What follows belongs to an exercise in optimizing a design on an open flow for small area and few clock cycles; a production flow would make more cautious choices.
The RTL was checked by simulation tests, not by an equivalence proof against the original design.

## flow/design.v (module list and top-level ports; edited modules follow where they fit)
// module iqfir_lane: 2044 lines
// module iqfir_slicer: 269 lines
// module iq_fir_qpsk_slicer: 99 lines
module iq_fir_qpsk_slicer (
  input  logic                                 clk,
  input  logic                                 rst,
  input  logic                                 s_tvalid,
  output logic                                 s_tready,
  input  logic [iqfir_pkg::IN_TDATA_W-1:0]     s_tdata,
  output logic                                 m_tvalid,
  input  logic                                 m_tready,
  output logic [iqfir_pkg::OUT_TDATA_W-1:0]    m_tdata,
  output logic                                 m_tuser,
  input  logic                                 cfg_valid,
  output logic                                 cfg_ready,
  input  logic [iqfir_pkg::CFG_IDX_W-1:0]      cfg_index,
  input  logic [iqfir_pkg::WEIGHT_W-1:0]       cfg_data
);
  // ...
==> flow/run.sh <==
#!/bin/bash
# synth_recipe.tcl (not shown) runs the flow's synth.tcl, then flattens the netlist and writes it again
# the make line also repeats each setting of config.mk as NAME=value (left out here)
make -C /OpenROAD-flow-scripts/flow DESIGN_CONFIG=/design/flow/config.mk WORK_HOME=/design/flow/orfs CLKGATE_MAP_FILE= SYNTH_SCRIPT=/design/flow/synth_recipe.tcl finish
==> flow/config.mk <==
export PLATFORM = sky130hd
export DESIGN_NAME = iq_fir_qpsk_slicer
export DESIGN_NICKNAME = iq_fir_qpsk_slicer
export VERILOG_FILES = /design/flow/design.v
export SDC_FILE = /design/flow/constraint.sdc
export NUM_CORES = 4
export LEC_CHECK = 0
export CAP_MARGIN = 20
export CORE_MARGIN = 2
export CORE_UTILIZATION = 40
export SLEW_MARGIN = 20
==> flow/constraint.sdc <==
create_clock -name core_clock -period 7.5 [get_ports {clk}]
set_input_delay 1.5000 -clock core_clock [delete_from_list [all_inputs] [get_ports {clk}]]
set_output_delay 1.5000 -clock core_clock [all_outputs]
set_load 0.01 [all_outputs]
==> reports/results.tsv, run 1 <==
metric	value	unit
Synth Register Bits	257	
worst r2r path cells	30	
initial antenna violation count	6	
xor/xnor share of the synthesized area	11.6	%
Post-synth ARST share	0	%
commonest non-fill, non-tap cell in the layout	inv_1	
setup violators final	25	
Setup WS post-layout	-1.03	ns
Failed Checks	setup timing	
fraction of the cycle the final worst path needs	114	%
# clock sinks	257	
Post-DRT Antenna Nets	0	
Avg Cell Area, Syn	8.62	um2
status	finished with violations	
fraction of area in multi-input gates	63.0	%
Seq area share	11.8	%
largest net degree at the start of global routing	94	
gr usage total	28.6	%
largest family of logic cells by synthesized area	adder cells	
yosys warns	1	
drt via density	5.58	
chip height	356	um
number of global-route vias before repair	44000	
Testbench counts, summed over its fixed seeds: cycles 16,392.
==> module iqfir_slicer, before the edit <==
module iqfir_slicer (
  input  logic [25:0] sum,
  output logic [15:0] quot
);
  logic        neg;
  logic [5:0]  ra6, rb6;
  logic [8:0]  ra, rb, r;
  logic [15:0] corr, p;
  logic m1;
  logic m2;
  logic m3;
  logic m4;
  logic m5;
  logic m6;
  logic m7;
  logic m8;
  logic m9;
  logic m10;
  logic m11;
  logic m12;
  logic m13;
  logic m14;
  logic m15;
  logic m16;
  logic m17;
  logic m18;
  logic m19;
  logic m20;
  logic m21;
  logic m22;
  logic m23;
  logic m24;
  logic m25;
  logic m26;
  logic m27;
  logic m28;
  logic m29;
  logic m30;
  logic m31;
  logic m32;
  logic m33;
  logic m34;
  logic m35;
  logic m36;
  logic q1;
  logic q2;
  logic q3;
  logic q4;
  logic q5;
  logic q6;
  logic q7;
  logic q8;
  logic q9;
  logic q10;
  logic q11;
  logic q12;
  logic q13;
  logic q14;
  logic q15;
  logic q16;
  logic q17;
  logic q18;
  logic q19;
  logic q20;
  logic q21;
  logic q22;
  logic q23;
  logic q24;
  logic q25;
  logic q26;
  logic q27;
  logic q28;
  logic q29;
  logic q30;
  logic q31;
  logic q32;
  logic q33;
  logic q34;
  logic q35;
  logic q36;
  logic q37;
  logic q38;
  logic q39;
  logic q40;
  logic q41;
  logic q42;
  logic q43;
  logic q44;
  logic q45;
  logic q46;
  logic q47;
  logic q48;
  logic q49;
  logic q50;
  logic q51;
  logic q52;
  logic q53;
  logic q54;
  logic q55;
  logic q56;
  logic q57;
  logic q58;
  logic q59;
  logic q60;
  logic q61;
  logic q62;
  logic q63;
  logic q64;
  logic q65;
  logic q66;
  logic q67;
  logic q68;
  logic q69;
  logic q70;
  assign neg = sum[25];
  assign m1 = sum[1] ^ sum[7] ^ sum[13];
  assign m2 = (sum[1] & sum[7]) | (sum[1] & sum[13]) | (sum[7] & sum[13]);
  assign m3 = sum[2] ^ sum[8] ^ sum[14];
  assign m4 = (sum[2] & sum[8]) | (sum[2] & sum[14]) | (sum[8] & sum[14]);
  assign m5 = sum[3] ^ sum[9] ^ sum[15];
  assign m6 = (sum[3] & sum[9]) | (sum[3] & sum[15]) | (sum[9] & sum[15]);
  assign m7 = sum[4] ^ sum[10] ^ sum[16];
  assign m8 = (sum[4] & sum[10]) | (sum[4] & sum[16]) | (sum[10] & sum[16]);
  assign m9 = sum[5] ^ sum[11] ^ sum[17];
  assign m10 = (sum[5] & sum[11]) | (sum[5] & sum[17]) | (sum[11] & sum[17]);
  assign m11 = sum[0] ^ sum[6] ^ sum[12];
  assign m12 = (sum[0] & sum[6]) | (sum[0] & sum[12]) | (sum[6] & sum[12]);
  assign m13 = sum[19] ^ neg ^ m12;
  assign m14 = (sum[19] & neg) | (sum[19] & m12) | (neg & m12);
  assign m15 = sum[20] ^ neg ^ m2;
  assign m16 = (sum[20] & neg) | (sum[20] & m2) | (neg & m2);
  assign m17 = sum[21] ^ m4 ^ m5;
  assign m18 = (sum[21] & m4) | (sum[21] & m5) | (m4 & m5);
  assign m19 = sum[22] ^ m6 ^ m7;
  assign m20 = (sum[22] & m6) | (sum[22] & m7) | (m6 & m7);
  assign m21 = sum[23] ^ m8 ^ m9;
  assign m22 = (sum[23] & m8) | (sum[23] & m9) | (m8 & m9);
  assign m23 = sum[18] ^ sum[24] ^ m10;
  assign m24 = (sum[18] & sum[24]) | (sum[18] & m10) | (sum[24] & m10);
  assign m25 = m1 ^ m24 ^ m13;
  assign m26 = (m1 & m24) | (m1 & m13) | (m24 & m13);
  assign m27 = m3 ^ m14 ^ m15;
  assign m28 = (m3 & m14) | (m3 & m15) | (m14 & m15);
  assign m29 = m16 ^ m17;
  assign m30 = m16 & m17;
  assign m31 = m18 ^ m19;
  assign m32 = m18 & m19;
  assign m33 = m20 ^ m21;
  assign m34 = m20 & m21;
  assign m35 = m11 ^ m22 ^ m23;
  assign m36 = (m11 & m22) | (m11 & m23) | (m22 & m23);
  assign ra6 = {m32, m30, m28, m26, m25, m34};
  assign rb6 = {m33, m31, m29, m27, m36, m35};
  assign ra[0] = (ra6 == 6'd0) | (ra6 == 6'd9) | (ra6 == 6'd18) | (ra6 == 6'd27) | (ra6 == 6'd36) | (ra6 == 6'd45) | (ra6 == 6'd54) | (ra6 == 6'd63);
  assign ra[1] = (ra6 == 6'd1) | (ra6 == 6'd10) | (ra6 == 6'd19) | (ra6 == 6'd28) | (ra6 == 6'd37) | (ra6 == 6'd46) | (ra6 == 6'd55);
  assign ra[2] = (ra6 == 6'd2) | (ra6 == 6'd11) | (ra6 == 6'd20) | (ra6 == 6'd29) | (ra6 == 6'd38) | (ra6 == 6'd47) | (ra6 == 6'd56);
  assign ra[3] = (ra6 == 6'd3) | (ra6 == 6'd12) | (ra6 == 6'd21) | (ra6 == 6'd30) | (ra6 == 6'd39) | (ra6 == 6'd48) | (ra6 == 6'd57);
  assign ra[4] = (ra6 == 6'd4) | (ra6 == 6'd13) | (ra6 == 6'd22) | (ra6 == 6'd31) | (ra6 == 6'd40) | (ra6 == 6'd49) | (ra6 == 6'd58);
  assign ra[5] = (ra6 == 6'd5) | (ra6 == 6'd14) | (ra6 == 6'd23) | (ra6 == 6'd32) | (ra6 == 6'd41) | (ra6 == 6'd50) | (ra6 == 6'd59);
  assign ra[6] = (ra6 == 6'd6) | (ra6 == 6'd15) | (ra6 == 6'd24) | (ra6 == 6'd33) | (ra6 == 6'd42) | (ra6 == 6'd51) | (ra6 == 6'd60);
  assign ra[7] = (ra6 == 6'd7) | (ra6 == 6'd16) | (ra6 == 6'd25) | (ra6 == 6'd34) | (ra6 == 6'd43) | (ra6 == 6'd52) | (ra6 == 6'd61);
  assign ra[8] = (ra6 == 6'd8) | (ra6 == 6'd17) | (ra6 == 6'd26) | (ra6 == 6'd35) | (ra6 == 6'd44) | (ra6 == 6'd53) | (ra6 == 6'd62);
  assign rb[0] = (rb6 == 6'd0) | (rb6 == 6'd9) | (rb6 == 6'd18) | (rb6 == 6'd27) | (rb6 == 6'd36) | (rb6 == 6'd45) | (rb6 == 6'd54) | (rb6 == 6'd63);
  assign rb[1] = (rb6 == 6'd1) | (rb6 == 6'd10) | (rb6 == 6'd19) | (rb6 == 6'd28) | (rb6 == 6'd37) | (rb6 == 6'd46) | (rb6 == 6'd55);
  assign rb[2] = (rb6 == 6'd2) | (rb6 == 6'd11) | (rb6 == 6'd20) | (rb6 == 6'd29) | (rb6 == 6'd38) | (rb6 == 6'd47) | (rb6 == 6'd56);
  assign rb[3] = (rb6 == 6'd3) | (rb6 == 6'd12) | (rb6 == 6'd21) | (rb6 == 6'd30) | (rb6 == 6'd39) | (rb6 == 6'd48) | (rb6 == 6'd57);
  assign rb[4] = (rb6 == 6'd4) | (rb6 == 6'd13) | (rb6 == 6'd22) | (rb6 == 6'd31) | (rb6 == 6'd40) | (rb6 == 6'd49) | (rb6 == 6'd58);
  assign rb[5] = (rb6 == 6'd5) | (rb6 == 6'd14) | (rb6 == 6'd23) | (rb6 == 6'd32) | (rb6 == 6'd41) | (rb6 == 6'd50) | (rb6 == 6'd59);
  assign rb[6] = (rb6 == 6'd6) | (rb6 == 6'd15) | (rb6 == 6'd24) | (rb6 == 6'd33) | (rb6 == 6'd42) | (rb6 == 6'd51) | (rb6 == 6'd60);
  assign rb[7] = (rb6 == 6'd7) | (rb6 == 6'd16) | (rb6 == 6'd25) | (rb6 == 6'd34) | (rb6 == 6'd43) | (rb6 == 6'd52) | (rb6 == 6'd61);
  assign rb[8] = (rb6 == 6'd8) | (rb6 == 6'd17) | (rb6 == 6'd26) | (rb6 == 6'd35) | (rb6 == 6'd44) | (rb6 == 6'd53) | (rb6 == 6'd62);
  assign r[0] = (ra[0] & rb[0]) | (ra[1] & rb[8]) | (ra[2] & rb[7]) | (ra[3] & rb[6]) | (ra[4] & rb[5]) | (ra[5] & rb[4]) | (ra[6] & rb[3]) | (ra[7] & rb[2]) | (ra[8] & rb[1]);
  assign r[1] = (ra[0] & rb[1]) | (ra[1] & rb[0]) | (ra[2] & rb[8]) | (ra[3] & rb[7]) | (ra[4] & rb[6]) | (ra[5] & rb[5]) | (ra[6] & rb[4]) | (ra[7] & rb[3]) | (ra[8] & rb[2]);
  assign r[2] = (ra[0] & rb[2]) | (ra[1] & rb[1]) | (ra[2] & rb[0]) | (ra[3] & rb[8]) | (ra[4] & rb[7]) | (ra[5] & rb[6]) | (ra[6] & rb[5]) | (ra[7] & rb[4]) | (ra[8] & rb[3]);
  assign r[3] = (ra[0] & rb[3]) | (ra[1] & rb[2]) | (ra[2] & rb[1]) | (ra[3] & rb[0]) | (ra[4] & rb[8]) | (ra[5] & rb[7]) | (ra[6] & rb[6]) | (ra[7] & rb[5]) | (ra[8] & rb[4]);
  assign r[4] = (ra[0] & rb[4]) | (ra[1] & rb[3]) | (ra[2] & rb[2]) | (ra[3] & rb[1]) | (ra[4] & rb[0]) | (ra[5] & rb[8]) | (ra[6] & rb[7]) | (ra[7] & rb[6]) | (ra[8] & rb[5]);
  assign r[5] = (ra[0] & rb[5]) | (ra[1] & rb[4]) | (ra[2] & rb[3]) | (ra[3] & rb[2]) | (ra[4] & rb[1]) | (ra[5] & rb[0]) | (ra[6] & rb[8]) | (ra[7] & rb[7]) | (ra[8] & rb[6]);
  assign r[6] = (ra[0] & rb[6]) | (ra[1] & rb[5]) | (ra[2] & rb[4]) | (ra[3] & rb[3]) | (ra[4] & rb[2]) | (ra[5] & rb[1]) | (ra[6] & rb[0]) | (ra[7] & rb[8]) | (ra[8] & rb[7]);
  assign r[7] = (ra[0] & rb[7]) | (ra[1] & rb[6]) | (ra[2] & rb[5]) | (ra[3] & rb[4]) | (ra[4] & rb[3]) | (ra[5] & rb[2]) | (ra[6] & rb[1]) | (ra[7] & rb[0]) | (ra[8] & rb[8]);
  assign r[8] = (ra[0] & rb[8]) | (ra[1] & rb[7]) | (ra[2] & rb[6]) | (ra[3] & rb[5]) | (ra[4] & rb[4]) | (ra[5] & rb[3]) | (ra[6] & rb[2]) | (ra[7] & rb[1]) | (ra[8] & rb[0]);
  assign corr[0] = r[1] | r[3] | r[5] | r[7];
  assign corr[1] = r[1] | r[2] | r[5] | r[6];
  assign corr[2] = r[1] | r[2] | r[3] | r[4];
  assign corr[3] = r[2] | r[4] | r[6] | r[8];
  assign corr[4] = r[3] | r[4] | r[7] | r[8];
  assign corr[5] = r[5] | r[6] | r[7] | r[8];
  assign corr[6] = r[1] | r[3] | r[5] | r[7];
  assign corr[7] = r[1] | r[2] | r[5] | r[6];
  assign corr[8] = r[1] | r[2] | r[3] | r[4];
  assign corr[9] = r[2] | r[4] | r[6] | r[8];
  assign corr[10] = r[3] | r[4] | r[7] | r[8];
  assign corr[11] = r[5] | r[6] | r[7] | r[8];
  assign corr[12] = r[1] | r[3] | r[5] | r[7];
  assign corr[13] = r[1] | r[2] | r[5] | r[6];
  assign corr[14] = r[1] | r[2] | r[3] | r[4];
  assign corr[15] = r[2] | r[4] | r[6] | r[8];
  assign q1 = 1'b1 ^ sum[9];
  assign q2 = 1'b1 & sum[9];
  assign q3 = sum[10] ^ sum[4];
  assign q4 = sum[10] & sum[4];
  assign q5 = sum[11] ^ sum[5];
  assign q6 = sum[11] & sum[5];
  assign q7 = sum[12] ^ sum[6] ^ sum[0];
  assign q8 = (sum[12] & sum[6]) | (sum[12] & sum[0]) | (sum[6] & sum[0]);
  assign q9 = neg ^ ~sum[9];
  assign q10 = neg & ~sum[9];
  assign q11 = sum[13] ^ sum[7] ^ sum[1];
  assign q12 = (sum[13] & sum[7]) | (sum[13] & sum[1]) | (sum[7] & sum[1]);
  assign q13 = neg ^ ~sum[10] ^ ~sum[4];
  assign q14 = (neg & ~sum[10]) | (neg & ~sum[4]) | (~sum[10] & ~sum[4]);
  assign q15 = sum[14] ^ sum[8] ^ sum[2];
  assign q16 = (sum[14] & sum[8]) | (sum[14] & sum[2]) | (sum[8] & sum[2]);
  assign q17 = neg ^ ~sum[11] ^ ~sum[5];
  assign q18 = (neg & ~sum[11]) | (neg & ~sum[5]) | (~sum[11] & ~sum[5]);
  assign q19 = sum[15] ^ sum[9] ^ sum[3];
  assign q20 = (sum[15] & sum[9]) | (sum[15] & sum[3]) | (sum[9] & sum[3]);
  assign q21 = sum[0] ^ ~sum[12] ^ ~sum[6];
  assign q22 = (sum[0] & ~sum[12]) | (sum[0] & ~sum[6]) | (~sum[12] & ~sum[6]);
  assign q23 = 1'b1 ^ sum[3];
  assign q24 = 1'b1 & sum[3];
  assign q25 = sum[6] ^ sum[0];
  assign q26 = sum[6] & sum[0];
  assign q27 = sum[7] ^ sum[1] ^ neg;
  assign q28 = (sum[7] & sum[1]) | (sum[7] & neg) | (sum[1] & neg);
  assign q29 = sum[8] ^ sum[2] ^ neg;
  assign q30 = (sum[8] & sum[2]) | (sum[8] & neg) | (sum[2] & neg);
  assign q31 = sum[3] ^ ~sum[6] ^ ~sum[0];
  assign q32 = (sum[3] & ~sum[6]) | (sum[3] & ~sum[0]) | (~sum[6] & ~sum[0]);
  assign q33 = ~sum[7] ^ ~sum[1] ^ q2;
  assign q34 = (~sum[7] & ~sum[1]) | (~sum[7] & q2) | (~sum[1] & q2);
  assign q35 = ~sum[8] ^ ~sum[2] ^ q4;
  assign q36 = (~sum[8] & ~sum[2]) | (~sum[8] & q4) | (~sum[2] & q4);
  assign q37 = ~sum[3] ^ q6 ^ q9;
  assign q38 = (~sum[3] & q6) | (~sum[3] & q9) | (q6 & q9);
  assign q39 = q10 ^ q8 ^ q11;
  assign q40 = (q10 & q8) | (q10 & q11) | (q8 & q11);
  assign q41 = q12 ^ q15 ^ q14;
  assign q42 = (q12 & q15) | (q12 & q14) | (q15 & q14);
  assign q43 = q16 ^ q19 ^ q18;
  assign q44 = (q16 & q19) | (q16 & q18) | (q19 & q18);
  assign q45 = neg ^ ~sum[0];
  assign q46 = neg & ~sum[0];
  assign q47 = sum[4] ^ ~sum[1] ^ q24;
  assign q48 = (sum[4] & ~sum[1]) | (sum[4] & q24) | (~sum[1] & q24);
  assign q49 = sum[5] ^ ~sum[2];
  assign q50 = sum[5] & ~sum[2];
  assign q51 = neg ^ ~sum[3] ^ q25;
  assign q52 = (neg & ~sum[3]) | (neg & q25) | (~sum[3] & q25);
  assign q53 = ~sum[4] ^ q26 ^ q27;
  assign q54 = (~sum[4] & q26) | (~sum[4] & q27) | (q26 & q27);
  assign q55 = ~sum[5] ^ q28 ^ q29;
  assign q56 = (~sum[5] & q28) | (~sum[5] & q29) | (q28 & q29);
  assign q57 = q1 ^ q30 ^ q31;
  assign q58 = (q1 & q30) | (q1 & q31) | (q30 & q31);
  assign q59 = q3 ^ q32 ^ q33;
  assign q60 = (q3 & q32) | (q3 & q33) | (q32 & q33);
  assign q61 = q5 ^ q34 ^ q35;
  assign q62 = (q5 & q34) | (q5 & q35) | (q34 & q35);
  assign q63 = q7 ^ q36 ^ q37;
  assign q64 = (q7 & q36) | (q7 & q37) | (q36 & q37);
  assign q65 = q13 ^ q38 ^ q39;
  assign q66 = (q13 & q38) | (q13 & q39) | (q38 & q39);
  assign q67 = q17 ^ q40 ^ q41;
  assign q68 = (q17 & q40) | (q17 & q41) | (q40 & q41);
  assign q69 = q21 ^ q42 ^ q43;
  assign q70 = (q21 & q42) | (q21 & q43) | (q42 & q43);
  assign p = {q68, q66, q64, q62, q60, q58, q56, q54, q52, q50, q48, q46, q45, sum[2], sum[1], sum[0]} + {q69, q67, q65, q63, q61, q59, q57, q55, q53, q51, q49, q47, q23, 1'b0, 1'b0, 1'b0};
  assign quot = p + corr;
endmodule
==> module iq_fir_qpsk_slicer, before the edit <==
module iq_fir_qpsk_slicer (
  input  logic                                 clk,
  input  logic                                 rst,
  input  logic                                 s_tvalid,
  output logic                                 s_tready,
  input  logic [iqfir_pkg::IN_TDATA_W-1:0]     s_tdata,
  output logic                                 m_tvalid,
  input  logic                                 m_tready,
  output logic [iqfir_pkg::OUT_TDATA_W-1:0]    m_tdata,
  output logic                                 m_tuser,
  input  logic                                 cfg_valid,
  output logic                                 cfg_ready,
  input  logic [iqfir_pkg::CFG_IDX_W-1:0]      cfg_index,
  input  logic [iqfir_pkg::WEIGHT_W-1:0]       cfg_data
);
  iqfir_pkg::taps_t taps;
  iqfir_pkg::taps_t taps_m;
  logic [3:0]       fill;
  logic             accept;
  logic [15:0]      hi0, hi1, hi2, hi3;
  logic [15:0]      hq0, hq1, hq2, hq3;
  logic [30:0]      tag_r;
  logic             fvalid_r;
  logic [25:0]      sum_i_n, sum_q_n;
  logic [25:0]      sum_i_r, sum_q_r;
  logic [15:0]      quot_i, quot_q;
  logic [15:0]      filtered_i, filtered_q;
  logic [15:0]      in_i, in_q;
  logic [19:0]      bd_one, bd_two, bd_neg;
  assign in_i = s_tdata[46:31];
  assign in_q = s_tdata[62:47];
  assign s_tready  = !m_tvalid || m_tready;
  assign accept    = s_tvalid && s_tready;
  assign cfg_ready = 1'b1;
  always_ff @(posedge clk) begin
    if (rst) begin
      taps <= iqfir_pkg::TAP_RESET;
    end else if (cfg_valid && cfg_index < 3'd5) begin
      taps[cfg_index*8 +: 8] <= cfg_data;
    end
  end
  assign taps_m = {taps[39:32] & {8{fill[3]}},
                   taps[31:24] & {8{fill[2]}},
                   taps[23:16] & {8{fill[1]}},
                   taps[15:8]  & {8{fill[0]}},
                   taps[7:0]};
  always_comb begin
    for (int k = 0; k < 5; k++) begin
      for (int i = 0; i < 4; i++) begin
        logic b2, b1, b0;
        b2 = taps_m[8*k + 2*i + 1];
        b1 = taps_m[8*k + 2*i];
        b0 = (i == 0) ? 1'b0 : taps_m[8*k + 2*i - 1];
        bd_one[4*k + i] = b1 ^ b0;
        bd_two[4*k + i] = (b2 & !b1 & !b0) | (!b2 & b1 & b0);
        bd_neg[4*k + i] = b2;
      end
    end
  end
  always_ff @(posedge clk) begin
    if (rst) begin
      fill <= '0;
    end else if (accept) begin
      fill <= {fill[2:0], 1'b1};
    end
  end
  always_ff @(posedge clk) begin
    if (rst) begin
      m_tvalid <= 1'b0;
    end else if (s_tready) begin
      m_tvalid <= s_tvalid;
    end
  end
  always_ff @(posedge clk) begin
    if (accept) begin
      hi0 <= in_i;  hi1 <= hi0;  hi2 <= hi1;  hi3 <= hi2;
      hq0 <= in_q;  hq1 <= hq0;  hq2 <= hq1;  hq3 <= hq2;
      tag_r    <= s_tdata[30:0];
      fvalid_r <= fill[3];
      sum_i_r  <= sum_i_n;
      sum_q_r  <= sum_q_n;
    end
  end
  iqfir_lane u_lane_i (
    .x0 (in_i), .x1 (hi0), .x2 (hi1), .x3 (hi2), .x4 (hi3),
    .one (bd_one), .two (bd_two), .neg (bd_neg), .sum (sum_i_n)
  );
  iqfir_lane u_lane_q (
    .x0 (in_q), .x1 (hq0), .x2 (hq1), .x3 (hq2), .x4 (hq3),
    .one (bd_one), .two (bd_two), .neg (bd_neg), .sum (sum_q_n)
  );
  iqfir_slicer u_div_i (.sum (sum_i_r), .quot (quot_i));
  iqfir_slicer u_div_q (.sum (sum_q_r), .quot (quot_q));
  assign filtered_i = quot_i & {16{fvalid_r}};
  assign filtered_q = quot_q & {16{fvalid_r}};
  assign m_tdata = {3'b000, filtered_i[15], filtered_q[15], filtered_q, filtered_i,
                    sum_q_r, sum_i_r, hq0, hi0, tag_r};
  assign m_tuser = fvalid_r;
endmodule
==> run 2: changes to the inputs <==
--- a/flow/design.v
+++ b/flow/design.v
@@ -2058,12 +2058,14 @@
 endmodule
 module iqfir_slicer (
   input  logic [25:0] sum,
+  input  logic        valid,
   output logic [15:0] quot
 );
   logic        neg;
   logic [5:0]  ra6, rb6;
-  logic [8:0]  ra, rb, r;
-  logic [15:0] corr, p;
+  logic [6:0]  v;
+  logic [5:0]  c6, c6m;
+  logic [15:0] corr, p, pm;
   logic m1;
   logic m2;
   logic m3;
@@ -2209,49 +2211,15 @@
   assign m36 = (m11 & m22) | (m11 & m23) | (m22 & m23);
   assign ra6 = {m32, m30, m28, m26, m25, m34};
   assign rb6 = {m33, m31, m29, m27, m36, m35};
-  assign ra[0] = (ra6 == 6'd0) | (ra6 == 6'd9) | (ra6 == 6'd18) | (ra6 == 6'd27) | (ra6 == 6'd36) | (ra6 == 6'd45) | (ra6 == 6'd54) | (ra6 == 6'd63);
-  assign ra[1] = (ra6 == 6'd1) | (ra6 == 6'd10) | (ra6 == 6'd19) | (ra6 == 6'd28) | (ra6 == 6'd37) | (ra6 == 6'd46) | (ra6 == 6'd55);
-  assign ra[2] = (ra6 == 6'd2) | (ra6 == 6'd11) | (ra6 == 6'd20) | (ra6 == 6'd29) | (ra6 == 6'd38) | (ra6 == 6'd47) | (ra6 == 6'd56);
-  assign ra[3] = (ra6 == 6'd3) | (ra6 == 6'd12) | (ra6 == 6'd21) | (ra6 == 6'd30) | (ra6 == 6'd39) | (ra6 == 6'd48) | (ra6 == 6'd57);
-  assign ra[4] = (ra6 == 6'd4) | (ra6 == 6'd13) | (ra6 == 6'd22) | (ra6 == 6'd31) | (ra6 == 6'd40) | (ra6 == 6'd49) | (ra6 == 6'd58);
-  assign ra[5] = (ra6 == 6'd5) | (ra6 == 6'd14) | (ra6 == 6'd23) | (ra6 == 6'd32) | (ra6 == 6'd41) | (ra6 == 6'd50) | (ra6 == 6'd59);
-  assign ra[6] = (ra6 == 6'd6) | (ra6 == 6'd15) | (ra6 == 6'd24) | (ra6 == 6'd33) | (ra6 == 6'd42) | (ra6 == 6'd51) | (ra6 == 6'd60);
-  assign ra[7] = (ra6 == 6'd7) | (ra6 == 6'd16) | (ra6 == 6'd25) | (ra6 == 6'd34) | (ra6 == 6'd43) | (ra6 == 6'd52) | (ra6 == 6'd61);
-  assign ra[8] = (ra6 == 6'd8) | (ra6 == 6'd17) | (ra6 == 6'd26) | (ra6 == 6'd35) | (ra6 == 6'd44) | (ra6 == 6'd53) | (ra6 == 6'd62);
-  assign rb[0] = (rb6 == 6'd0) | (rb6 == 6'd9) | (rb6 == 6'd18) | (rb6 == 6'd27) | (rb6 == 6'd36) | (rb6 == 6'd45) | (rb6 == 6'd54) | (rb6 == 6'd63);
-  assign rb[1] = (rb6 == 6'd1) | (rb6 == 6'd10) | (rb6 == 6'd19) | (rb6 == 6'd28) | (rb6 == 6'd37) | (rb6 == 6'd46) | (rb6 == 6'd55);
-  assign rb[2] = (rb6 == 6'd2) | (rb6 == 6'd11) | (rb6 == 6'd20) | (rb6 == 6'd29) | (rb6 == 6'd38) | (rb6 == 6'd47) | (rb6 == 6'd56);
-  assign rb[3] = (rb6 == 6'd3) | (rb6 == 6'd12) | (rb6 == 6'd21) | (rb6 == 6'd30) | (rb6 == 6'd39) | (rb6 == 6'd48) | (rb6 == 6'd57);
-  assign rb[4] = (rb6 == 6'd4) | (rb6 == 6'd13) | (rb6 == 6'd22) | (rb6 == 6'd31) | (rb6 == 6'd40) | (rb6 == 6'd49) | (rb6 == 6'd58);
-  assign rb[5] = (rb6 == 6'd5) | (rb6 == 6'd14) | (rb6 == 6'd23) | (rb6 == 6'd32) | (rb6 == 6'd41) | (rb6 == 6'd50) | (rb6 == 6'd59);
-  assign rb[6] = (rb6 == 6'd6) | (rb6 == 6'd15) | (rb6 == 6'd24) | (rb6 == 6'd33) | (rb6 == 6'd42) | (rb6 == 6'd51) | (rb6 == 6'd60);
-  assign rb[7] = (rb6 == 6'd7) | (rb6 == 6'd16) | (rb6 == 6'd25) | (rb6 == 6'd34) | (rb6 == 6'd43) | (rb6 == 6'd52) | (rb6 == 6'd61);
-  assign rb[8] = (rb6 == 6'd8) | (rb6 == 6'd17) | (rb6 == 6'd26) | (rb6 == 6'd35) | (rb6 == 6'd44) | (rb6 == 6'd53) | (rb6 == 6'd62);
-  assign r[0] = (ra[0] & rb[0]) | (ra[1] & rb[8]) | (ra[2] & rb[7]) | (ra[3] & rb[6]) | (ra[4] & rb[5]) | (ra[5] & rb[4]) | (ra[6] & rb[3]) | (ra[7] & rb[2]) | (ra[8] & rb[1]);
-  assign r[1] = (ra[0] & rb[1]) | (ra[1] & rb[0]) | (ra[2] & rb[8]) | (ra[3] & rb[7]) | (ra[4] & rb[6]) | (ra[5] & rb[5]) | (ra[6] & rb[4]) | (ra[7] & rb[3]) | (ra[8] & rb[2]);
-  assign r[2] = (ra[0] & rb[2]) | (ra[1] & rb[1]) | (ra[2] & rb[0]) | (ra[3] & rb[8]) | (ra[4] & rb[7]) | (ra[5] & rb[6]) | (ra[6] & rb[5]) | (ra[7] & rb[4]) | (ra[8] & rb[3]);
-  assign r[3] = (ra[0] & rb[3]) | (ra[1] & rb[2]) | (ra[2] & rb[1]) | (ra[3] & rb[0]) | (ra[4] & rb[8]) | (ra[5] & rb[7]) | (ra[6] & rb[6]) | (ra[7] & rb[5]) | (ra[8] & rb[4]);
-  assign r[4] = (ra[0] & rb[4]) | (ra[1] & rb[3]) | (ra[2] & rb[2]) | (ra[3] & rb[1]) | (ra[4] & rb[0]) | (ra[5] & rb[8]) | (ra[6] & rb[7]) | (ra[7] & rb[6]) | (ra[8] & rb[5]);
-  assign r[5] = (ra[0] & rb[5]) | (ra[1] & rb[4]) | (ra[2] & rb[3]) | (ra[3] & rb[2]) | (ra[4] & rb[1]) | (ra[5] & rb[0]) | (ra[6] & rb[8]) | (ra[7] & rb[7]) | (ra[8] & rb[6]);
-  assign r[6] = (ra[0] & rb[6]) | (ra[1] & rb[5]) | (ra[2] & rb[4]) | (ra[3] & rb[3]) | (ra[4] & rb[2]) | (ra[5] & rb[1]) | (ra[6] & rb[0]) | (ra[7] & rb[8]) | (ra[8] & rb[7]);
-  assign r[7] = (ra[0] & rb[7]) | (ra[1] & rb[6]) | (ra[2] & rb[5]) | (ra[3] & rb[4]) | (ra[4] & rb[3]) | (ra[5] & rb[2]) | (ra[6] & rb[1]) | (ra[7] & rb[0]) | (ra[8] & rb[8]);
-  assign r[8] = (ra[0] & rb[8]) | (ra[1] & rb[7]) | (ra[2] & rb[6]) | (ra[3] & rb[5]) | (ra[4] & rb[4]) | (ra[5] & rb[3]) | (ra[6] & rb[2]) | (ra[7] & rb[1]) | (ra[8] & rb[0]);
-  assign corr[0] = r[1] | r[3] | r[5] | r[7];
-  assign corr[1] = r[1] | r[2] | r[5] | r[6];
-  assign corr[2] = r[1] | r[2] | r[3] | r[4];
-  assign corr[3] = r[2] | r[4] | r[6] | r[8];
-  assign corr[4] = r[3] | r[4] | r[7] | r[8];
-  assign corr[5] = r[5] | r[6] | r[7] | r[8];
-  assign corr[6] = r[1] | r[3] | r[5] | r[7];
-  assign corr[7] = r[1] | r[2] | r[5] | r[6];
-  assign corr[8] = r[1] | r[2] | r[3] | r[4];
-  assign corr[9] = r[2] | r[4] | r[6] | r[8];
-  assign corr[10] = r[3] | r[4] | r[7] | r[8];
-  assign corr[11] = r[5] | r[6] | r[7] | r[8];
-  assign corr[12] = r[1] | r[3] | r[5] | r[7];
-  assign corr[13] = r[1] | r[2] | r[5] | r[6];
-  assign corr[14] = r[1] | r[2] | r[3] | r[4];
-  assign corr[15] = r[2] | r[4] | r[6] | r[8];
+  assign v = 7'(ra6) + 7'(rb6);
+  assign c6[0] = (v == 7'd1) | (v == 7'd3) | (v == 7'd5) | (v == 7'd7) | (v == 7'd10) | (v == 7'd12) | (v == 7'd14) | (v == 7'd16) | (v == 7'd19) | (v == 7'd21) | (v == 7'd23) | (v == 7'd25) | (v == 7'd28) | (v == 7'd30) | (v == 7'd32) | (v == 7'd34) | (v == 7'd37) | (v == 7'd39) | (v == 7'd41) | (v == 7'd43) | (v == 7'd46) | (v == 7'd48) | (v == 7'd50) | (v == 7'd52) | (v == 7'd55) | (v == 7'd57) | (v == 7'd59) | (v == 7'd61) | (v == 7'd64) | (v == 7'd66) | (v == 7'd68) | (v == 7'd70) | (v == 7'd73) | (v == 7'd75) | (v == 7'd77) | (v == 7'd79) | (v == 7'd82) | (v == 7'd84) | (v == 7'd86) | (v == 7'd88) | (v == 7'd91) | (v == 7'd93) | (v == 7'd95) | (v == 7'd97) | (v == 7'd100) | (v == 7'd102) | (v == 7'd104) | (v == 7'd106) | (v == 7'd109) | (v == 7'd111) | (v == 7'd113) | (v == 7'd115) | (v == 7'd118) | (v == 7'd120) | (v == 7'd122) | (v == 7'd124);
+  assign c6[1] = (v == 7'd1) | (v == 7'd2) | (v == 7'd5) | (v == 7'd6) | (v == 7'd10) | (v == 7'd11) | (v == 7'd14) | (v == 7'd15) | (v == 7'd19) | (v == 7'd20) | (v == 7'd23) | (v == 7'd24) | (v == 7'd28) | (v == 7'd29) | (v == 7'd32) | (v == 7'd33) | (v == 7'd37) | (v == 7'd38) | (v == 7'd41) | (v == 7'd42) | (v == 7'd46) | (v == 7'd47) | (v == 7'd50) | (v == 7'd51) | (v == 7'd55) | (v == 7'd56) | (v == 7'd59) | (v == 7'd60) | (v == 7'd64) | (v == 7'd65) | (v == 7'd68) | (v == 7'd69) | (v == 7'd73) | (v == 7'd74) | (v == 7'd77) | (v == 7'd78) | (v == 7'd82) | (v == 7'd83) | (v == 7'd86) | (v == 7'd87) | (v == 7'd91) | (v == 7'd92) | (v == 7'd95) | (v == 7'd96) | (v == 7'd100) | (v == 7'd101) | (v == 7'd104) | (v == 7'd105) | (v == 7'd109) | (v == 7'd110) | (v == 7'd113) | (v == 7'd114) | (v == 7'd118) | (v == 7'd119) | (v == 7'd122) | (v == 7'd123);
+  assign c6[2] = (v == 7'd1) | (v == 7'd2) | (v == 7'd3) | (v == 7'd4) | (v == 7'd10) | (v == 7'd11) | (v == 7'd12) | (v == 7'd13) | (v == 7'd19) | (v == 7'd20) | (v == 7'd21) | (v == 7'd22) | (v == 7'd28) | (v == 7'd29) | (v == 7'd30) | (v == 7'd31) | (v == 7'd37) | (v == 7'd38) | (v == 7'd39) | (v == 7'd40) | (v == 7'd46) | (v == 7'd47) | (v == 7'd48) | (v == 7'd49) | (v == 7'd55) | (v == 7'd56) | (v == 7'd57) | (v == 7'd58) | (v == 7'd64) | (v == 7'd65) | (v == 7'd66) | (v == 7'd67) | (v == 7'd73) | (v == 7'd74) | (v == 7'd75) | (v == 7'd76) | (v == 7'd82) | (v == 7'd83) | (v == 7'd84) | (v == 7'd85) | (v == 7'd91) | (v == 7'd92) | (v == 7'd93) | (v == 7'd94) | (v == 7'd100) | (v == 7'd101) | (v == 7'd102) | (v == 7'd103) | (v == 7'd109) | (v == 7'd110) | (v == 7'd111) | (v == 7'd112) | (v == 7'd118) | (v == 7'd119) | (v == 7'd120) | (v == 7'd121);
+  assign c6[3] = (v == 7'd2) | (v == 7'd4) | (v == 7'd6) | (v == 7'd8) | (v == 7'd11) | (v == 7'd13) | (v == 7'd15) | (v == 7'd17) | (v == 7'd20) | (v == 7'd22) | (v == 7'd24) | (v == 7'd26) | (v == 7'd29) | (v == 7'd31) | (v == 7'd33) | (v == 7'd35) | (v == 7'd38) | (v == 7'd40) | (v == 7'd42) | (v == 7'd44) | (v == 7'd47) | (v == 7'd49) | (v == 7'd51) | (v == 7'd53) | (v == 7'd56) | (v == 7'd58) | (v == 7'd60) | (v == 7'd62) | (v == 7'd65) | (v == 7'd67) | (v == 7'd69) | (v == 7'd71) | (v == 7'd74) | (v == 7'd76) | (v == 7'd78) | (v == 7'd80) | (v == 7'd83) | (v == 7'd85) | (v == 7'd87) | (v == 7'd89) | (v == 7'd92) | (v == 7'd94) | (v == 7'd96) | (v == 7'd98) | (v == 7'd101) | (v == 7'd103) | (v == 7'd105) | (v == 7'd107) | (v == 7'd110) | (v == 7'd112) | (v == 7'd114) | (v == 7'd116) | (v == 7'd119) | (v == 7'd121) | (v == 7'd123) | (v == 7'd125);
+  assign c6[4] = (v == 7'd3) | (v == 7'd4) | (v == 7'd7) | (v == 7'd8) | (v == 7'd12) | (v == 7'd13) | (v == 7'd16) | (v == 7'd17) | (v == 7'd21) | (v == 7'd22) | (v == 7'd25) | (v == 7'd26) | (v == 7'd30) | (v == 7'd31) | (v == 7'd34) | (v == 7'd35) | (v == 7'd39) | (v == 7'd40) | (v == 7'd43) | (v == 7'd44) | (v == 7'd48) | (v == 7'd49) | (v == 7'd52) | (v == 7'd53) | (v == 7'd57) | (v == 7'd58) | (v == 7'd61) | (v == 7'd62) | (v == 7'd66) | (v == 7'd67) | (v == 7'd70) | (v == 7'd71) | (v == 7'd75) | (v == 7'd76) | (v == 7'd79) | (v == 7'd80) | (v == 7'd84) | (v == 7'd85) | (v == 7'd88) | (v == 7'd89) | (v == 7'd93) | (v == 7'd94) | (v == 7'd97) | (v == 7'd98) | (v == 7'd102) | (v == 7'd103) | (v == 7'd106) | (v == 7'd107) | (v == 7'd111) | (v == 7'd112) | (v == 7'd115) | (v == 7'd116) | (v == 7'd120) | (v == 7'd121) | (v == 7'd124) | (v == 7'd125);
+  assign c6[5] = (v == 7'd5) | (v == 7'd6) | (v == 7'd7) | (v == 7'd8) | (v == 7'd14) | (v == 7'd15) | (v == 7'd16) | (v == 7'd17) | (v == 7'd23) | (v == 7'd24) | (v == 7'd25) | (v == 7'd26) | (v == 7'd32) | (v == 7'd33) | (v == 7'd34) | (v == 7'd35) | (v == 7'd41) | (v == 7'd42) | (v == 7'd43) | (v == 7'd44) | (v == 7'd50) | (v == 7'd51) | (v == 7'd52) | (v == 7'd53) | (v == 7'd59) | (v == 7'd60) | (v == 7'd61) | (v == 7'd62) | (v == 7'd68) | (v == 7'd69) | (v == 7'd70) | (v == 7'd71) | (v == 7'd77) | (v == 7'd78) | (v == 7'd79) | (v == 7'd80) | (v == 7'd86) | (v == 7'd87) | (v == 7'd88) | (v == 7'd89) | (v == 7'd95) | (v == 7'd96) | (v == 7'd97) | (v == 7'd98) | (v == 7'd104) | (v == 7'd105) | (v == 7'd106) | (v == 7'd107) | (v == 7'd113) | (v == 7'd114) | (v == 7'd115) | (v == 7'd116) | (v == 7'd122) | (v == 7'd123) | (v == 7'd124) | (v == 7'd125);
+  assign c6m  = c6 & {6{valid}};
+  assign corr = {c6m[3:0], c6m, c6m};
   assign q1 = 1'b1 ^ sum[9];
   assign q2 = 1'b1 & sum[9];
   assign q3 = sum[10] ^ sum[4];
@@ -2323,7 +2291,8 @@
   assign q69 = q21 ^ q42 ^ q43;
   assign q70 = (q21 & q42) | (q21 & q43) | (q42 & q43);
   assign p = {q68, q66, q64, q62, q60, q58, q56, q54, q52, q50, q48, q46, q45, sum[2], sum[1], sum[0]} + {q69, q67, q65, q63, q61, q59, q57, q55, q53, q51, q49, q47, q23, 1'b0, 1'b0, 1'b0};
-  assign quot = p + corr;
+  assign pm = p & {16{valid}};
+  assign quot = pm + corr;
 endmodule
 module iq_fir_qpsk_slicer (
   input  logic                                 clk,
@@ -2350,7 +2319,6 @@
   logic             fvalid_r;
   logic [25:0]      sum_i_n, sum_q_n;
   logic [25:0]      sum_i_r, sum_q_r;
-  logic [15:0]      quot_i, quot_q;
   logic [15:0]      filtered_i, filtered_q;
   logic [15:0]      in_i, in_q;
   logic [19:0]      bd_one, bd_two, bd_neg;
@@ -2416,10 +2384,8 @@
     .x0 (in_q), .x1 (hq0), .x2 (hq1), .x3 (hq2), .x4 (hq3),
     .one (bd_one), .two (bd_two), .neg (bd_neg), .sum (sum_q_n)
   );
-  iqfir_slicer u_div_i (.sum (sum_i_r), .quot (quot_i));
-  iqfir_slicer u_div_q (.sum (sum_q_r), .quot (quot_q));
-  assign filtered_i = quot_i & {16{fvalid_r}};
-  assign filtered_q = quot_q & {16{fvalid_r}};
+  iqfir_slicer u_div_i (.sum (sum_i_r), .valid (fvalid_r), .quot (filtered_i));
+  iqfir_slicer u_div_q (.sum (sum_q_r), .valid (fvalid_r), .quot (filtered_q));
   assign m_tdata = {3'b000, filtered_i[15], filtered_q[15], filtered_q, filtered_i,
                     sum_q_r, sum_i_r, hq0, hi0, tag_r};
   assign m_tuser = fvalid_r;
==> reports/results.tsv, run 2 <==
metric	value	unit	change
maxcap violations	0		unchanged
gr usage total	28.8	%	was 28.6%
die width	358	um	was 356 um
number of diodes	0		was 2
Post-synth ARST share	0	%	unchanged
max reg flops	40		unchanged
Total Routed Length	187000	um	was 184000 um
Std-Cell Rows	129		unchanged
cells after synthesis	5955		was 5766
first-pass GRT wire length	280000	um	was 275000 um
largest net degree at the start of global routing	148		was 94
GP Congestion	0.950		was 0.937
Slew headroom	20.6	%	was 40.8%
# clock sinks	257		unchanged
setup violators final	31		was 25
metal2 WL	83800	um	was 84300 um
Initial DRT Pass Iterations	6		unchanged
r2r setup slk	0.16	ns	was 0.11 ns
Primary FF master, synth	edfxtp_1		unchanged
synth top area cells	fa_1 28%, edfxtp_1 13%, xnor2_1 10%		was fa_1 29%, edfxtp_1 13%, xnor2_1 8.5%
met3 wire length	16300	um	was 15500 um
fin nets	7519		was 7285
dpl hpwl	149000	um	was 145000 um
Largest regs	taps (40), tag_r (31)		unchanged
Avg Cell Area, Syn	8.43	um2	was 8.62 um2
CP peak stage delay	0.59	ns	was 0.55 ns
hold crit path type	flip-flop to flip-flop		unchanged
chip height	358	um	was 356 um
sequential area share after synthesis	14.5	%	was 14.6%
TritonCTS clock tree	done		unchanged
Worst Tran Pin Value	1.19	ns	was 0.888 ns
Post-DRT Antenna Nets	0		unchanged
drt via density	5.53		was 5.58
Initial Utilization	40.4	%	was 40.2%
CTS Buffer Depth	3		unchanged
post-layout util	50.2	%	was 50.0%
RSZ-0062 raised after global routing	yes		unchanged
met1 wire length	75400	um	about the same
status	finished with violations		unchanged
WP data arrival	7.66	ns	was 7.03 ns
Setup WS post-layout	-1.66	ns	was -1.03 ns
via count	45500		was 44600
Netlist cell types	84		was 105
Critical-path top delay cell	fa_2		unchanged
htree depth	2		unchanged
fraction of the cycle the final worst path needs	122	%	was 114%
WS Path Type	flip-flop to output port		unchanged
core area	124000	um2	was 123000 um2
Failed Checks	setup timing		unchanged
Crit path top cell by count	a21oi_2		
max-slew violations	0		unchanged
share of cells above drive strength 1	19.1	%	was 19.7%
number of global-route vias before repair	45100		was 44000
CP Capture Type	output port		unchanged
commonest cells in the synthesized netlist	917 x inv_1, 694 x fa_1, 576 x xnor2_1		was 818 x inv_1, 714 x fa_1, 533 x nand2_1
post-place setup slack	-1.52	ns	was -1.03 ns
placed cells	8100		was 7859
most frequent cell after synthesis	inv_1		unchanged
synthesis-to-layout area growth	24.2	%	was 24.3%
drt first-iter violations	4737		was 4519
top cell type's share of synthesized area	27.7	%	was 28.8%
min Tclk post-route	9.16	ns	was 8.53 ns
EDFF count, synth	212		unchanged
IO Pins	236		unchanged
I/O Buffers	230		unchanged
later-pin clock latency in the skew report	0.62	ns	was 0.61 ns
area leader, netlist	fa_1		unchanged
Sum Neg Setup Slack	-27.90	ns	was -14.11 ns
total grt overflow	0		unchanged
Fmax	109	MHz	was 117 MHz
Startpoint Class	flip-flop		unchanged
initial antenna violation count	5		was 6
yosys warns	1		unchanged
most frequent cells in the layout	901 x inv_1, 779 x buf_4, 670 x fa_1		was 800 x inv_1, 750 x buf_4, 687 x fa_1
cts bufs inserted	39		was 37
mapped cell area	50200	um2	was 49700 um2
Synth Register Bits	257		unchanged
critical path fanouts, max	7		was 5
CP required	6.00	ns	about the same
final std cells w/o fill	8220		was 7993
Root Buffer	clkbuf_16		unchanged
die area	128000	um2	was 127000 um2
wire length per cell	22.7	um	was 23.0 um
final-report hold violation count	0		unchanged
DR top layer	met5		unchanged
worst clock skew	0.0327	ns	was 0.0341 ns
# DRC	0		unchanged
commonest non-fill, non-tap cell in the layout	inv_1		unchanged
clock-pin slew on the worst setup and hold paths	0.06	ns	about the same
Largest Register	taps		unchanged
-- run 2: layout make-up --
class / count / area [um2]
clock buffer: 46 / 1050
inverter: 928 / 3490
tap: 1637 / 2050
clock inverter: 26 / 231
timing repair buffer: 1106 / 9630
fill: 11700 / 61800
sequential: 257 / 7330
multi-input combinational: 4220 / 38600
-- run 2: routing by layer --
layer	vias up	global-route usage [%]
li1	20600	-
met1	22200	38.2
met2	2205	45.4
met3	476	4.96
met4	6	14.4
met5	-	0
-- run 2: timing repair --
action,CTS,global route
hold buffers,0,0
resized for setup,163,215
endpoints found under the setup margin,44,49
gates cloned,1,1
hold endpoints to repair,0,0
pin swaps,70,117
setup buffers,32,29
-- run 2: worst paths after layout --
check / startpoint / cells past startpoint / endpoint
hold / removal: taps[9] / 2 / taps[9]
setup reg to reg: fill[1] / 24 / sum_i_r[22]
setup / recovery: sum_q_r[17] / 36 / m_tdata[147]
hold reg to reg: taps[9] / 2 / taps[9]
-- run 2: per-stage QoR --
step	hold WS [ns]	cell area, um2
2_1_floorplan	0.406	50600
3_3_place_gp	0.465	59800
3_5_place_dp	0.474	59800
4_1_cts	0.483	61500
5_1_grt	0.520	62300
6_report	0.493	62300
-- run 2: critical path: cells and delay by family, from the launching register on --
family,cells,cell delay [ns]
compound gates,19,3.13
fa+ha+maj,6,2.12
xor+xnor,2,0.30
buf+inv,7,0.80
flops,1,0.42
simple gates,2,0.27
-- run 2: cell families (layout without fill, tap and decap cells) --
family / Yosys count / count (layout) / synth area share (%)
AND/OR/NAND/NOR: 1121 / 1121 / 9.73
AO/OA/AOI/OAI: 1416 / 1416 / 18.0
multiplexers: 13 / 13 / 0.267
XOR/XNOR: 690 / 690 / 12.1
other: 2 / 4 / 0.0150
flip-flops: 257 / 257 / 14.5
adder cells (fa/ha/maj): 976 / 976 / 34.3
buffers and inverters: 1480 / 2106 / 11.2
Testbench counts of run 2, summed over its fixed seeds: cycles 16,392.
==> run 3: changes to the inputs <==
--- a/flow/design.v
+++ b/flow/design.v
@@ -2312,20 +2312,28 @@
   iqfir_pkg::taps_t taps;
   iqfir_pkg::taps_t taps_m;
   logic [3:0]       fill;
+  logic             en;
   logic             accept;
   logic [15:0]      hi0, hi1, hi2, hi3;
   logic [15:0]      hq0, hq1, hq2, hq3;
-  logic [30:0]      tag_r;
-  logic             fvalid_r;
-  logic [25:0]      sum_i_n, sum_q_n;
-  logic [25:0]      sum_i_r, sum_q_r;
-  logic [15:0]      filtered_i, filtered_q;
   logic [15:0]      in_i, in_q;
   logic [19:0]      bd_one, bd_two, bd_neg;
+  logic [25:0]      sum_i_n, sum_q_n;
+  logic             s1_valid;
+  logic [30:0]      s1_tag;
+  logic             s1_fvalid;
+  logic [25:0]      s1_sum_i, s1_sum_q;
+  logic [30:0]      o_tag;
+  logic             o_fvalid;
+  logic [25:0]      o_sum_i, o_sum_q;
+  logic [15:0]      o_filt_i, o_filt_q;
+  logic [15:0]      quot_i, quot_q;
+  logic [15:0]      raw_i, raw_q;
   assign in_i = s_tdata[46:31];
   assign in_q = s_tdata[62:47];
-  assign s_tready  = !m_tvalid || m_tready;
-  assign accept    = s_tvalid && s_tready;
+  assign en        = !m_tvalid || m_tready;
+  assign s_tready  = en;
+  assign accept    = s_tvalid && en;
   assign cfg_ready = 1'b1;
   always_ff @(posedge clk) begin
     if (rst) begin
@@ -2360,20 +2368,9 @@
     end
   end
   always_ff @(posedge clk) begin
-    if (rst) begin
-      m_tvalid <= 1'b0;
-    end else if (s_tready) begin
-      m_tvalid <= s_tvalid;
-    end
-  end
-  always_ff @(posedge clk) begin
     if (accept) begin
       hi0 <= in_i;  hi1 <= hi0;  hi2 <= hi1;  hi3 <= hi2;
       hq0 <= in_q;  hq1 <= hq0;  hq2 <= hq1;  hq3 <= hq2;
-      tag_r    <= s_tdata[30:0];
-      fvalid_r <= fill[3];
-      sum_i_r  <= sum_i_n;
-      sum_q_r  <= sum_q_n;
     end
   end
   iqfir_lane u_lane_i (
@@ -2384,9 +2381,38 @@
     .x0 (in_q), .x1 (hq0), .x2 (hq1), .x3 (hq2), .x4 (hq3),
     .one (bd_one), .two (bd_two), .neg (bd_neg), .sum (sum_q_n)
   );
-  iqfir_slicer u_div_i (.sum (sum_i_r), .valid (fvalid_r), .quot (filtered_i));
-  iqfir_slicer u_div_q (.sum (sum_q_r), .valid (fvalid_r), .quot (filtered_q));
-  assign m_tdata = {3'b000, filtered_i[15], filtered_q[15], filtered_q, filtered_i,
-                    sum_q_r, sum_i_r, hq0, hi0, tag_r};
-  assign m_tuser = fvalid_r;
+  always_ff @(posedge clk) begin
+    if (rst) begin
+      s1_valid <= 1'b0;
+      m_tvalid <= 1'b0;
+    end else if (en) begin
+      s1_valid <= s_tvalid;
+      m_tvalid <= s1_valid;
+    end
+  end
+  always_ff @(posedge clk) begin
+    if (en) begin
+      s1_tag    <= s_tdata[30:0];
+      s1_fvalid <= fill[3];
+      s1_sum_i  <= sum_i_n;
+      s1_sum_q  <= sum_q_n;
+    end
+  end
+  iqfir_slicer u_div_i (.sum (s1_sum_i), .valid (s1_fvalid), .quot (quot_i));
+  iqfir_slicer u_div_q (.sum (s1_sum_q), .valid (s1_fvalid), .quot (quot_q));
+  always_ff @(posedge clk) begin
+    if (en) begin
+      o_tag    <= s1_tag;
+      o_fvalid <= s1_fvalid;
+      o_sum_i  <= s1_sum_i;
+      o_sum_q  <= s1_sum_q;
+      o_filt_i <= quot_i;
+      o_filt_q <= quot_q;
+    end
+  end
+  assign raw_i = s1_valid ? hi1 : hi0;
+  assign raw_q = s1_valid ? hq1 : hq0;
+  assign m_tdata = {3'b000, o_filt_i[15], o_filt_q[15], o_filt_q, o_filt_i,
+                    o_sum_q, o_sum_i, raw_q, raw_i, o_tag};
+  assign m_tuser = o_fvalid;
 endmodule
==> reports/results.tsv, run 3 <==
metric	value	unit	change
final-report hold violation count	0		unchanged
Initial DRT Pass Iterations	8		was 6
die width	367	um	was 358 um
most frequent cells in the layout	915 x inv_1, 676 x fa_1, 520 x buf_4		was 901 x inv_1, 779 x buf_4, 670 x fa_1
worst clock skew	0.0610	ns	was 0.0327 ns
sequential area share after synthesis	20.5	%	was 14.5%
Netlist cell types	90		was 84
Avg Cell Area, Syn	9.23	um2	was 8.43 um2
commonest non-fill, non-tap cell in the layout	inv_1		unchanged
WS Path Type	flip-flop to flip-flop		was flip-flop to output port
later-pin clock latency in the skew report	0.68	ns	was 0.62 ns
hold crit path type	flip-flop to flip-flop		unchanged
max-slew violations	0		unchanged
FF-to-FF End	s1_sum_q[23]		was sum_i_r[22]
worst r2r path cells	25		was 24
# DRC	0		unchanged
number of diodes	0		unchanged
I/O Buffers	230		unchanged
drt via density	5.59		was 5.53
synth top area cells	fa_1 26%, edfxtp_1 19%, xnor2_1 8.7%		was fa_1 28%, edfxtp_1 13%, xnor2_1 10%
yosys warns	1		unchanged
Largest Register	taps		unchanged
drt first-iter violations	5254		was 4737
status	complete, no violations		was finished with violations
max reg flops	40		unchanged
critical path fanouts, max	34		was 7
commonest cells in the synthesized netlist	919 x inv_1, 694 x fa_1, 520 x xnor2_1		was 917 x inv_1, 694 x fa_1, 576 x xnor2_1
r2r setup slk	0.18	ns	was 0.16 ns
Startpoint Class	flip-flop		unchanged
share of cells above drive strength 1	14.3	%	was 19.1%
mapped cell area	52600	um2	was 50200 um2
largest net degree at the start of global routing	89		was 148
post-layout util	47.4	%	was 50.2%
CTS Hold Bufs	0		unchanged
CTS Buffer Depth	3		unchanged
Initial Utilization	40.2	%	was 40.4%
setup violators final	0		was 31
cells after synthesis	5704		was 5955
Fmax	137	MHz	was 109 MHz
Total Routed Length	180000	um	was 187000 um
cts bufs inserted	50		was 39
wire length per cell	23.0	um	was 22.7 um
Critical-path top delay cell	fa_1		was fa_2
Post-DRT Antenna Nets	0		unchanged
synthesis-to-layout area growth	17.9	%	was 24.2%
Critical R2R Launch	taps[25]		was fill[1]
most frequent cell after synthesis	inv_1		unchanged
dpl hpwl	142000	um	was 149000 um
GP Congestion	0.946		was 0.950
maxcap violations	0		unchanged
CP Capture Type	flip-flop		was output port
initial antenna violation count	1		was 5
number of global-route vias before repair	42700		was 45100
gr usage total	26.4	%	was 28.8%
Std-Cell Rows	133		was 129
IO Pins	236		unchanged
Worst Tran Pin Value	1.02	ns	was 1.19 ns
fraction of the cycle the final worst path needs	97.7	%	was 122%
core area	131000	um2	was 124000 um2
area leader, netlist	fa_1		unchanged
CP peak stage delay	0.55	ns	was 0.59 ns
Largest regs	taps (40), o_tag (31), s1_tag (31)		was taps (40), tag_r (31)
htree depth	2		unchanged
total grt overflow	0		unchanged
Root Buffer	clkbuf_16		unchanged
CP startpoint	taps[25]		was sum_q_r[17]
die area	134000	um2	was 128000 um2
chip height	367	um	was 358 um
Post-synth ARST share	0	%	unchanged
EDFF count, synth	328		was 212
min Tclk post-route	7.32	ns	was 9.16 ns
fin nets	6996		was 7519
# clock sinks	374		was 257
Synth Register Bits	374		was 257
CP required	7.90	ns	was 6.00 ns
first-pass GRT wire length	272000	um	was 280000 um
Primary FF master, synth	edfxtp_1		unchanged
clock-pin slew on the worst setup and hold paths	0.06	ns	about the same
via count	43700		was 45500
top cell type's share of synthesized area	26.4	%	was 27.7%
WP data arrival	7.72	ns	was 7.66 ns
Slew headroom	32.0	%	was 20.6%
Setup crit end	s1_sum_q[23]		was m_tdata[147]
TritonCTS clock tree	done		unchanged
run 3: changes by cell type in the layout (fill, tap and decap cells not counted), moves of 39 or more:
cell      previous run  this run
xnor2_1            554       514
o21ai_0            317       159
a221oi_1             2        41
nor2_1             314       251
nand2_1            484       305
o211ai_1            85        18
edfxtp_1           212       328
buf_4              779       520
maj3_1              87        14
a22oi_1            391       430
mux2i_1             10        64
run 3: worst min-delay path by stage:
stage / startpoint / end / slack [ns] / cells past startpoint
2_1_floorplan: s1_tag[0] / o_tag[0] / 0.40 / 0
3_3_place_gp: s1_tag[4] / o_tag[4] / 0.40 / 0
3_5_place_dp: s1_tag[26] / o_tag[26] / 0.40 / 0
4_1_cts: s1_tag[20] / o_tag[20] / 0.41 / 0
5_1_grt: s1_tag[9] / o_tag[9] / 0.42 / 0
6_report: s1_tag[20] / o_tag[20] / 0.41 / 0
run 3: kinds of logic (layout without fill, tap and decap cells):
kind of cell | count (synthesis) | count (layout) | share of synthesized area, %
buf+inv | 1445 | 1810 | 10.4
compound gates | 1352 | 1352 | 17.4
fa+ha+maj | 901 | 901 | 31.3
simple gates | 890 | 890 | 7.78
xor+xnor | 636 | 636 | 10.6
flops | 374 | 374 | 20.5
mux | 104 | 104 | 2.07
other cells | 2 | 4 | 0.0143
run 3: per-stage QoR:
stage	std cells	area, um2	worst slack (ns)	hold WS [ns]	setup TNS [ns]
2_1_floorplan	5706	52700	0.00481	0.400	0
3_3_place_gp	7706	59400	-0.563	0.401	-4.63
3_5_place_dp	7706	59400	-0.638	0.405	-5.51
4_1_cts	7805	61300	0.000224	0.408	0
5_1_grt	7826	62100	-0.119	0.422	-0.186
6_report	7826	62100	0.176	0.415	0
run 3: routing by layer:
metal	part of all wire (%)	global-route usage [%]	up-vias
met5	0.0072	0	-
met4	3.3	7.46	2
li1	-	-	19600
met2	43	39.3	2256
met3	11	7.00	295
met1	43	37.5	21600
run 3: cell type report:
cell class	instances	area, um2
clock buffer	68	1420
timing repair buffer	789	6840
tap	1755	2200
clock inverter	26	350
fill	12500	68900
multi-input combinational	3887	36900
inverter	927	3490
sequential	374	10800
run 3: worst max-delay path: cells and delay by family, from the launching register on:
| family | cells | cell delay, ns |
|---|---|---|
| buf+inv | 6 | 0.73 |
| compound gates | 7 | 1.36 |
| fa+ha+maj | 7 | 3.17 |
| xor+xnor | 3 | 0.71 |
| simple gates | 2 | 0.62 |
| flops | 1 | 0.43 |
run 3: timing repair:
item | 4_1_cts | 5_1_grt
buffers inserted | 5 | 21
setup endpoints to repair | 12 | 27
gates resized for setup | 29 | 149
pin swaps | 14 | 85
Testbench counts of run 3, summed over its fixed seeds: cycles 16,400.

port drivers added, routing unchanged:
The flow's constraints put no driver on any port. The routed layouts listed below were extracted and timed again, unchanged, in two steps. Step 1 sets driving cells, clkbuf_16 on the clock port and buf_2 on the other inputs (assumed; they add their load-dependent delay and slew). Step 2 also shifts input and output timing later by t, the mid clock arrival at the registers, as if the neighbouring blocks saw the same clock. Slacks: ideal / step 1 / step 2; pairs: ideal / step 1.
run | t, ns | slack for setup (ns) | hold slack, ns | worst setup path at the end | worst slew at a driven data input, ns
run 1 | 0.664 | -1.031 / -1.100 / -0.586 | 0.532 / 0.532 / 0.532 | input to register | 0.17
run 2 | 0.669 | -1.665 / -1.735 / -1.067 | 0.493 / 0.493 / 0.493 | register to output | 0.10
run 3 | 0.732 | 0.176 / 0.176 / -0.428 | 0.415 / 0.415 / 0.415 | input to register | 0.07
With both steps, setup timing fails in run 3, where it was met with ideal ports. The setup slack of run 3, which loses most, moves by 0.000 ns with the drivers and by -0.604 ns with both steps.
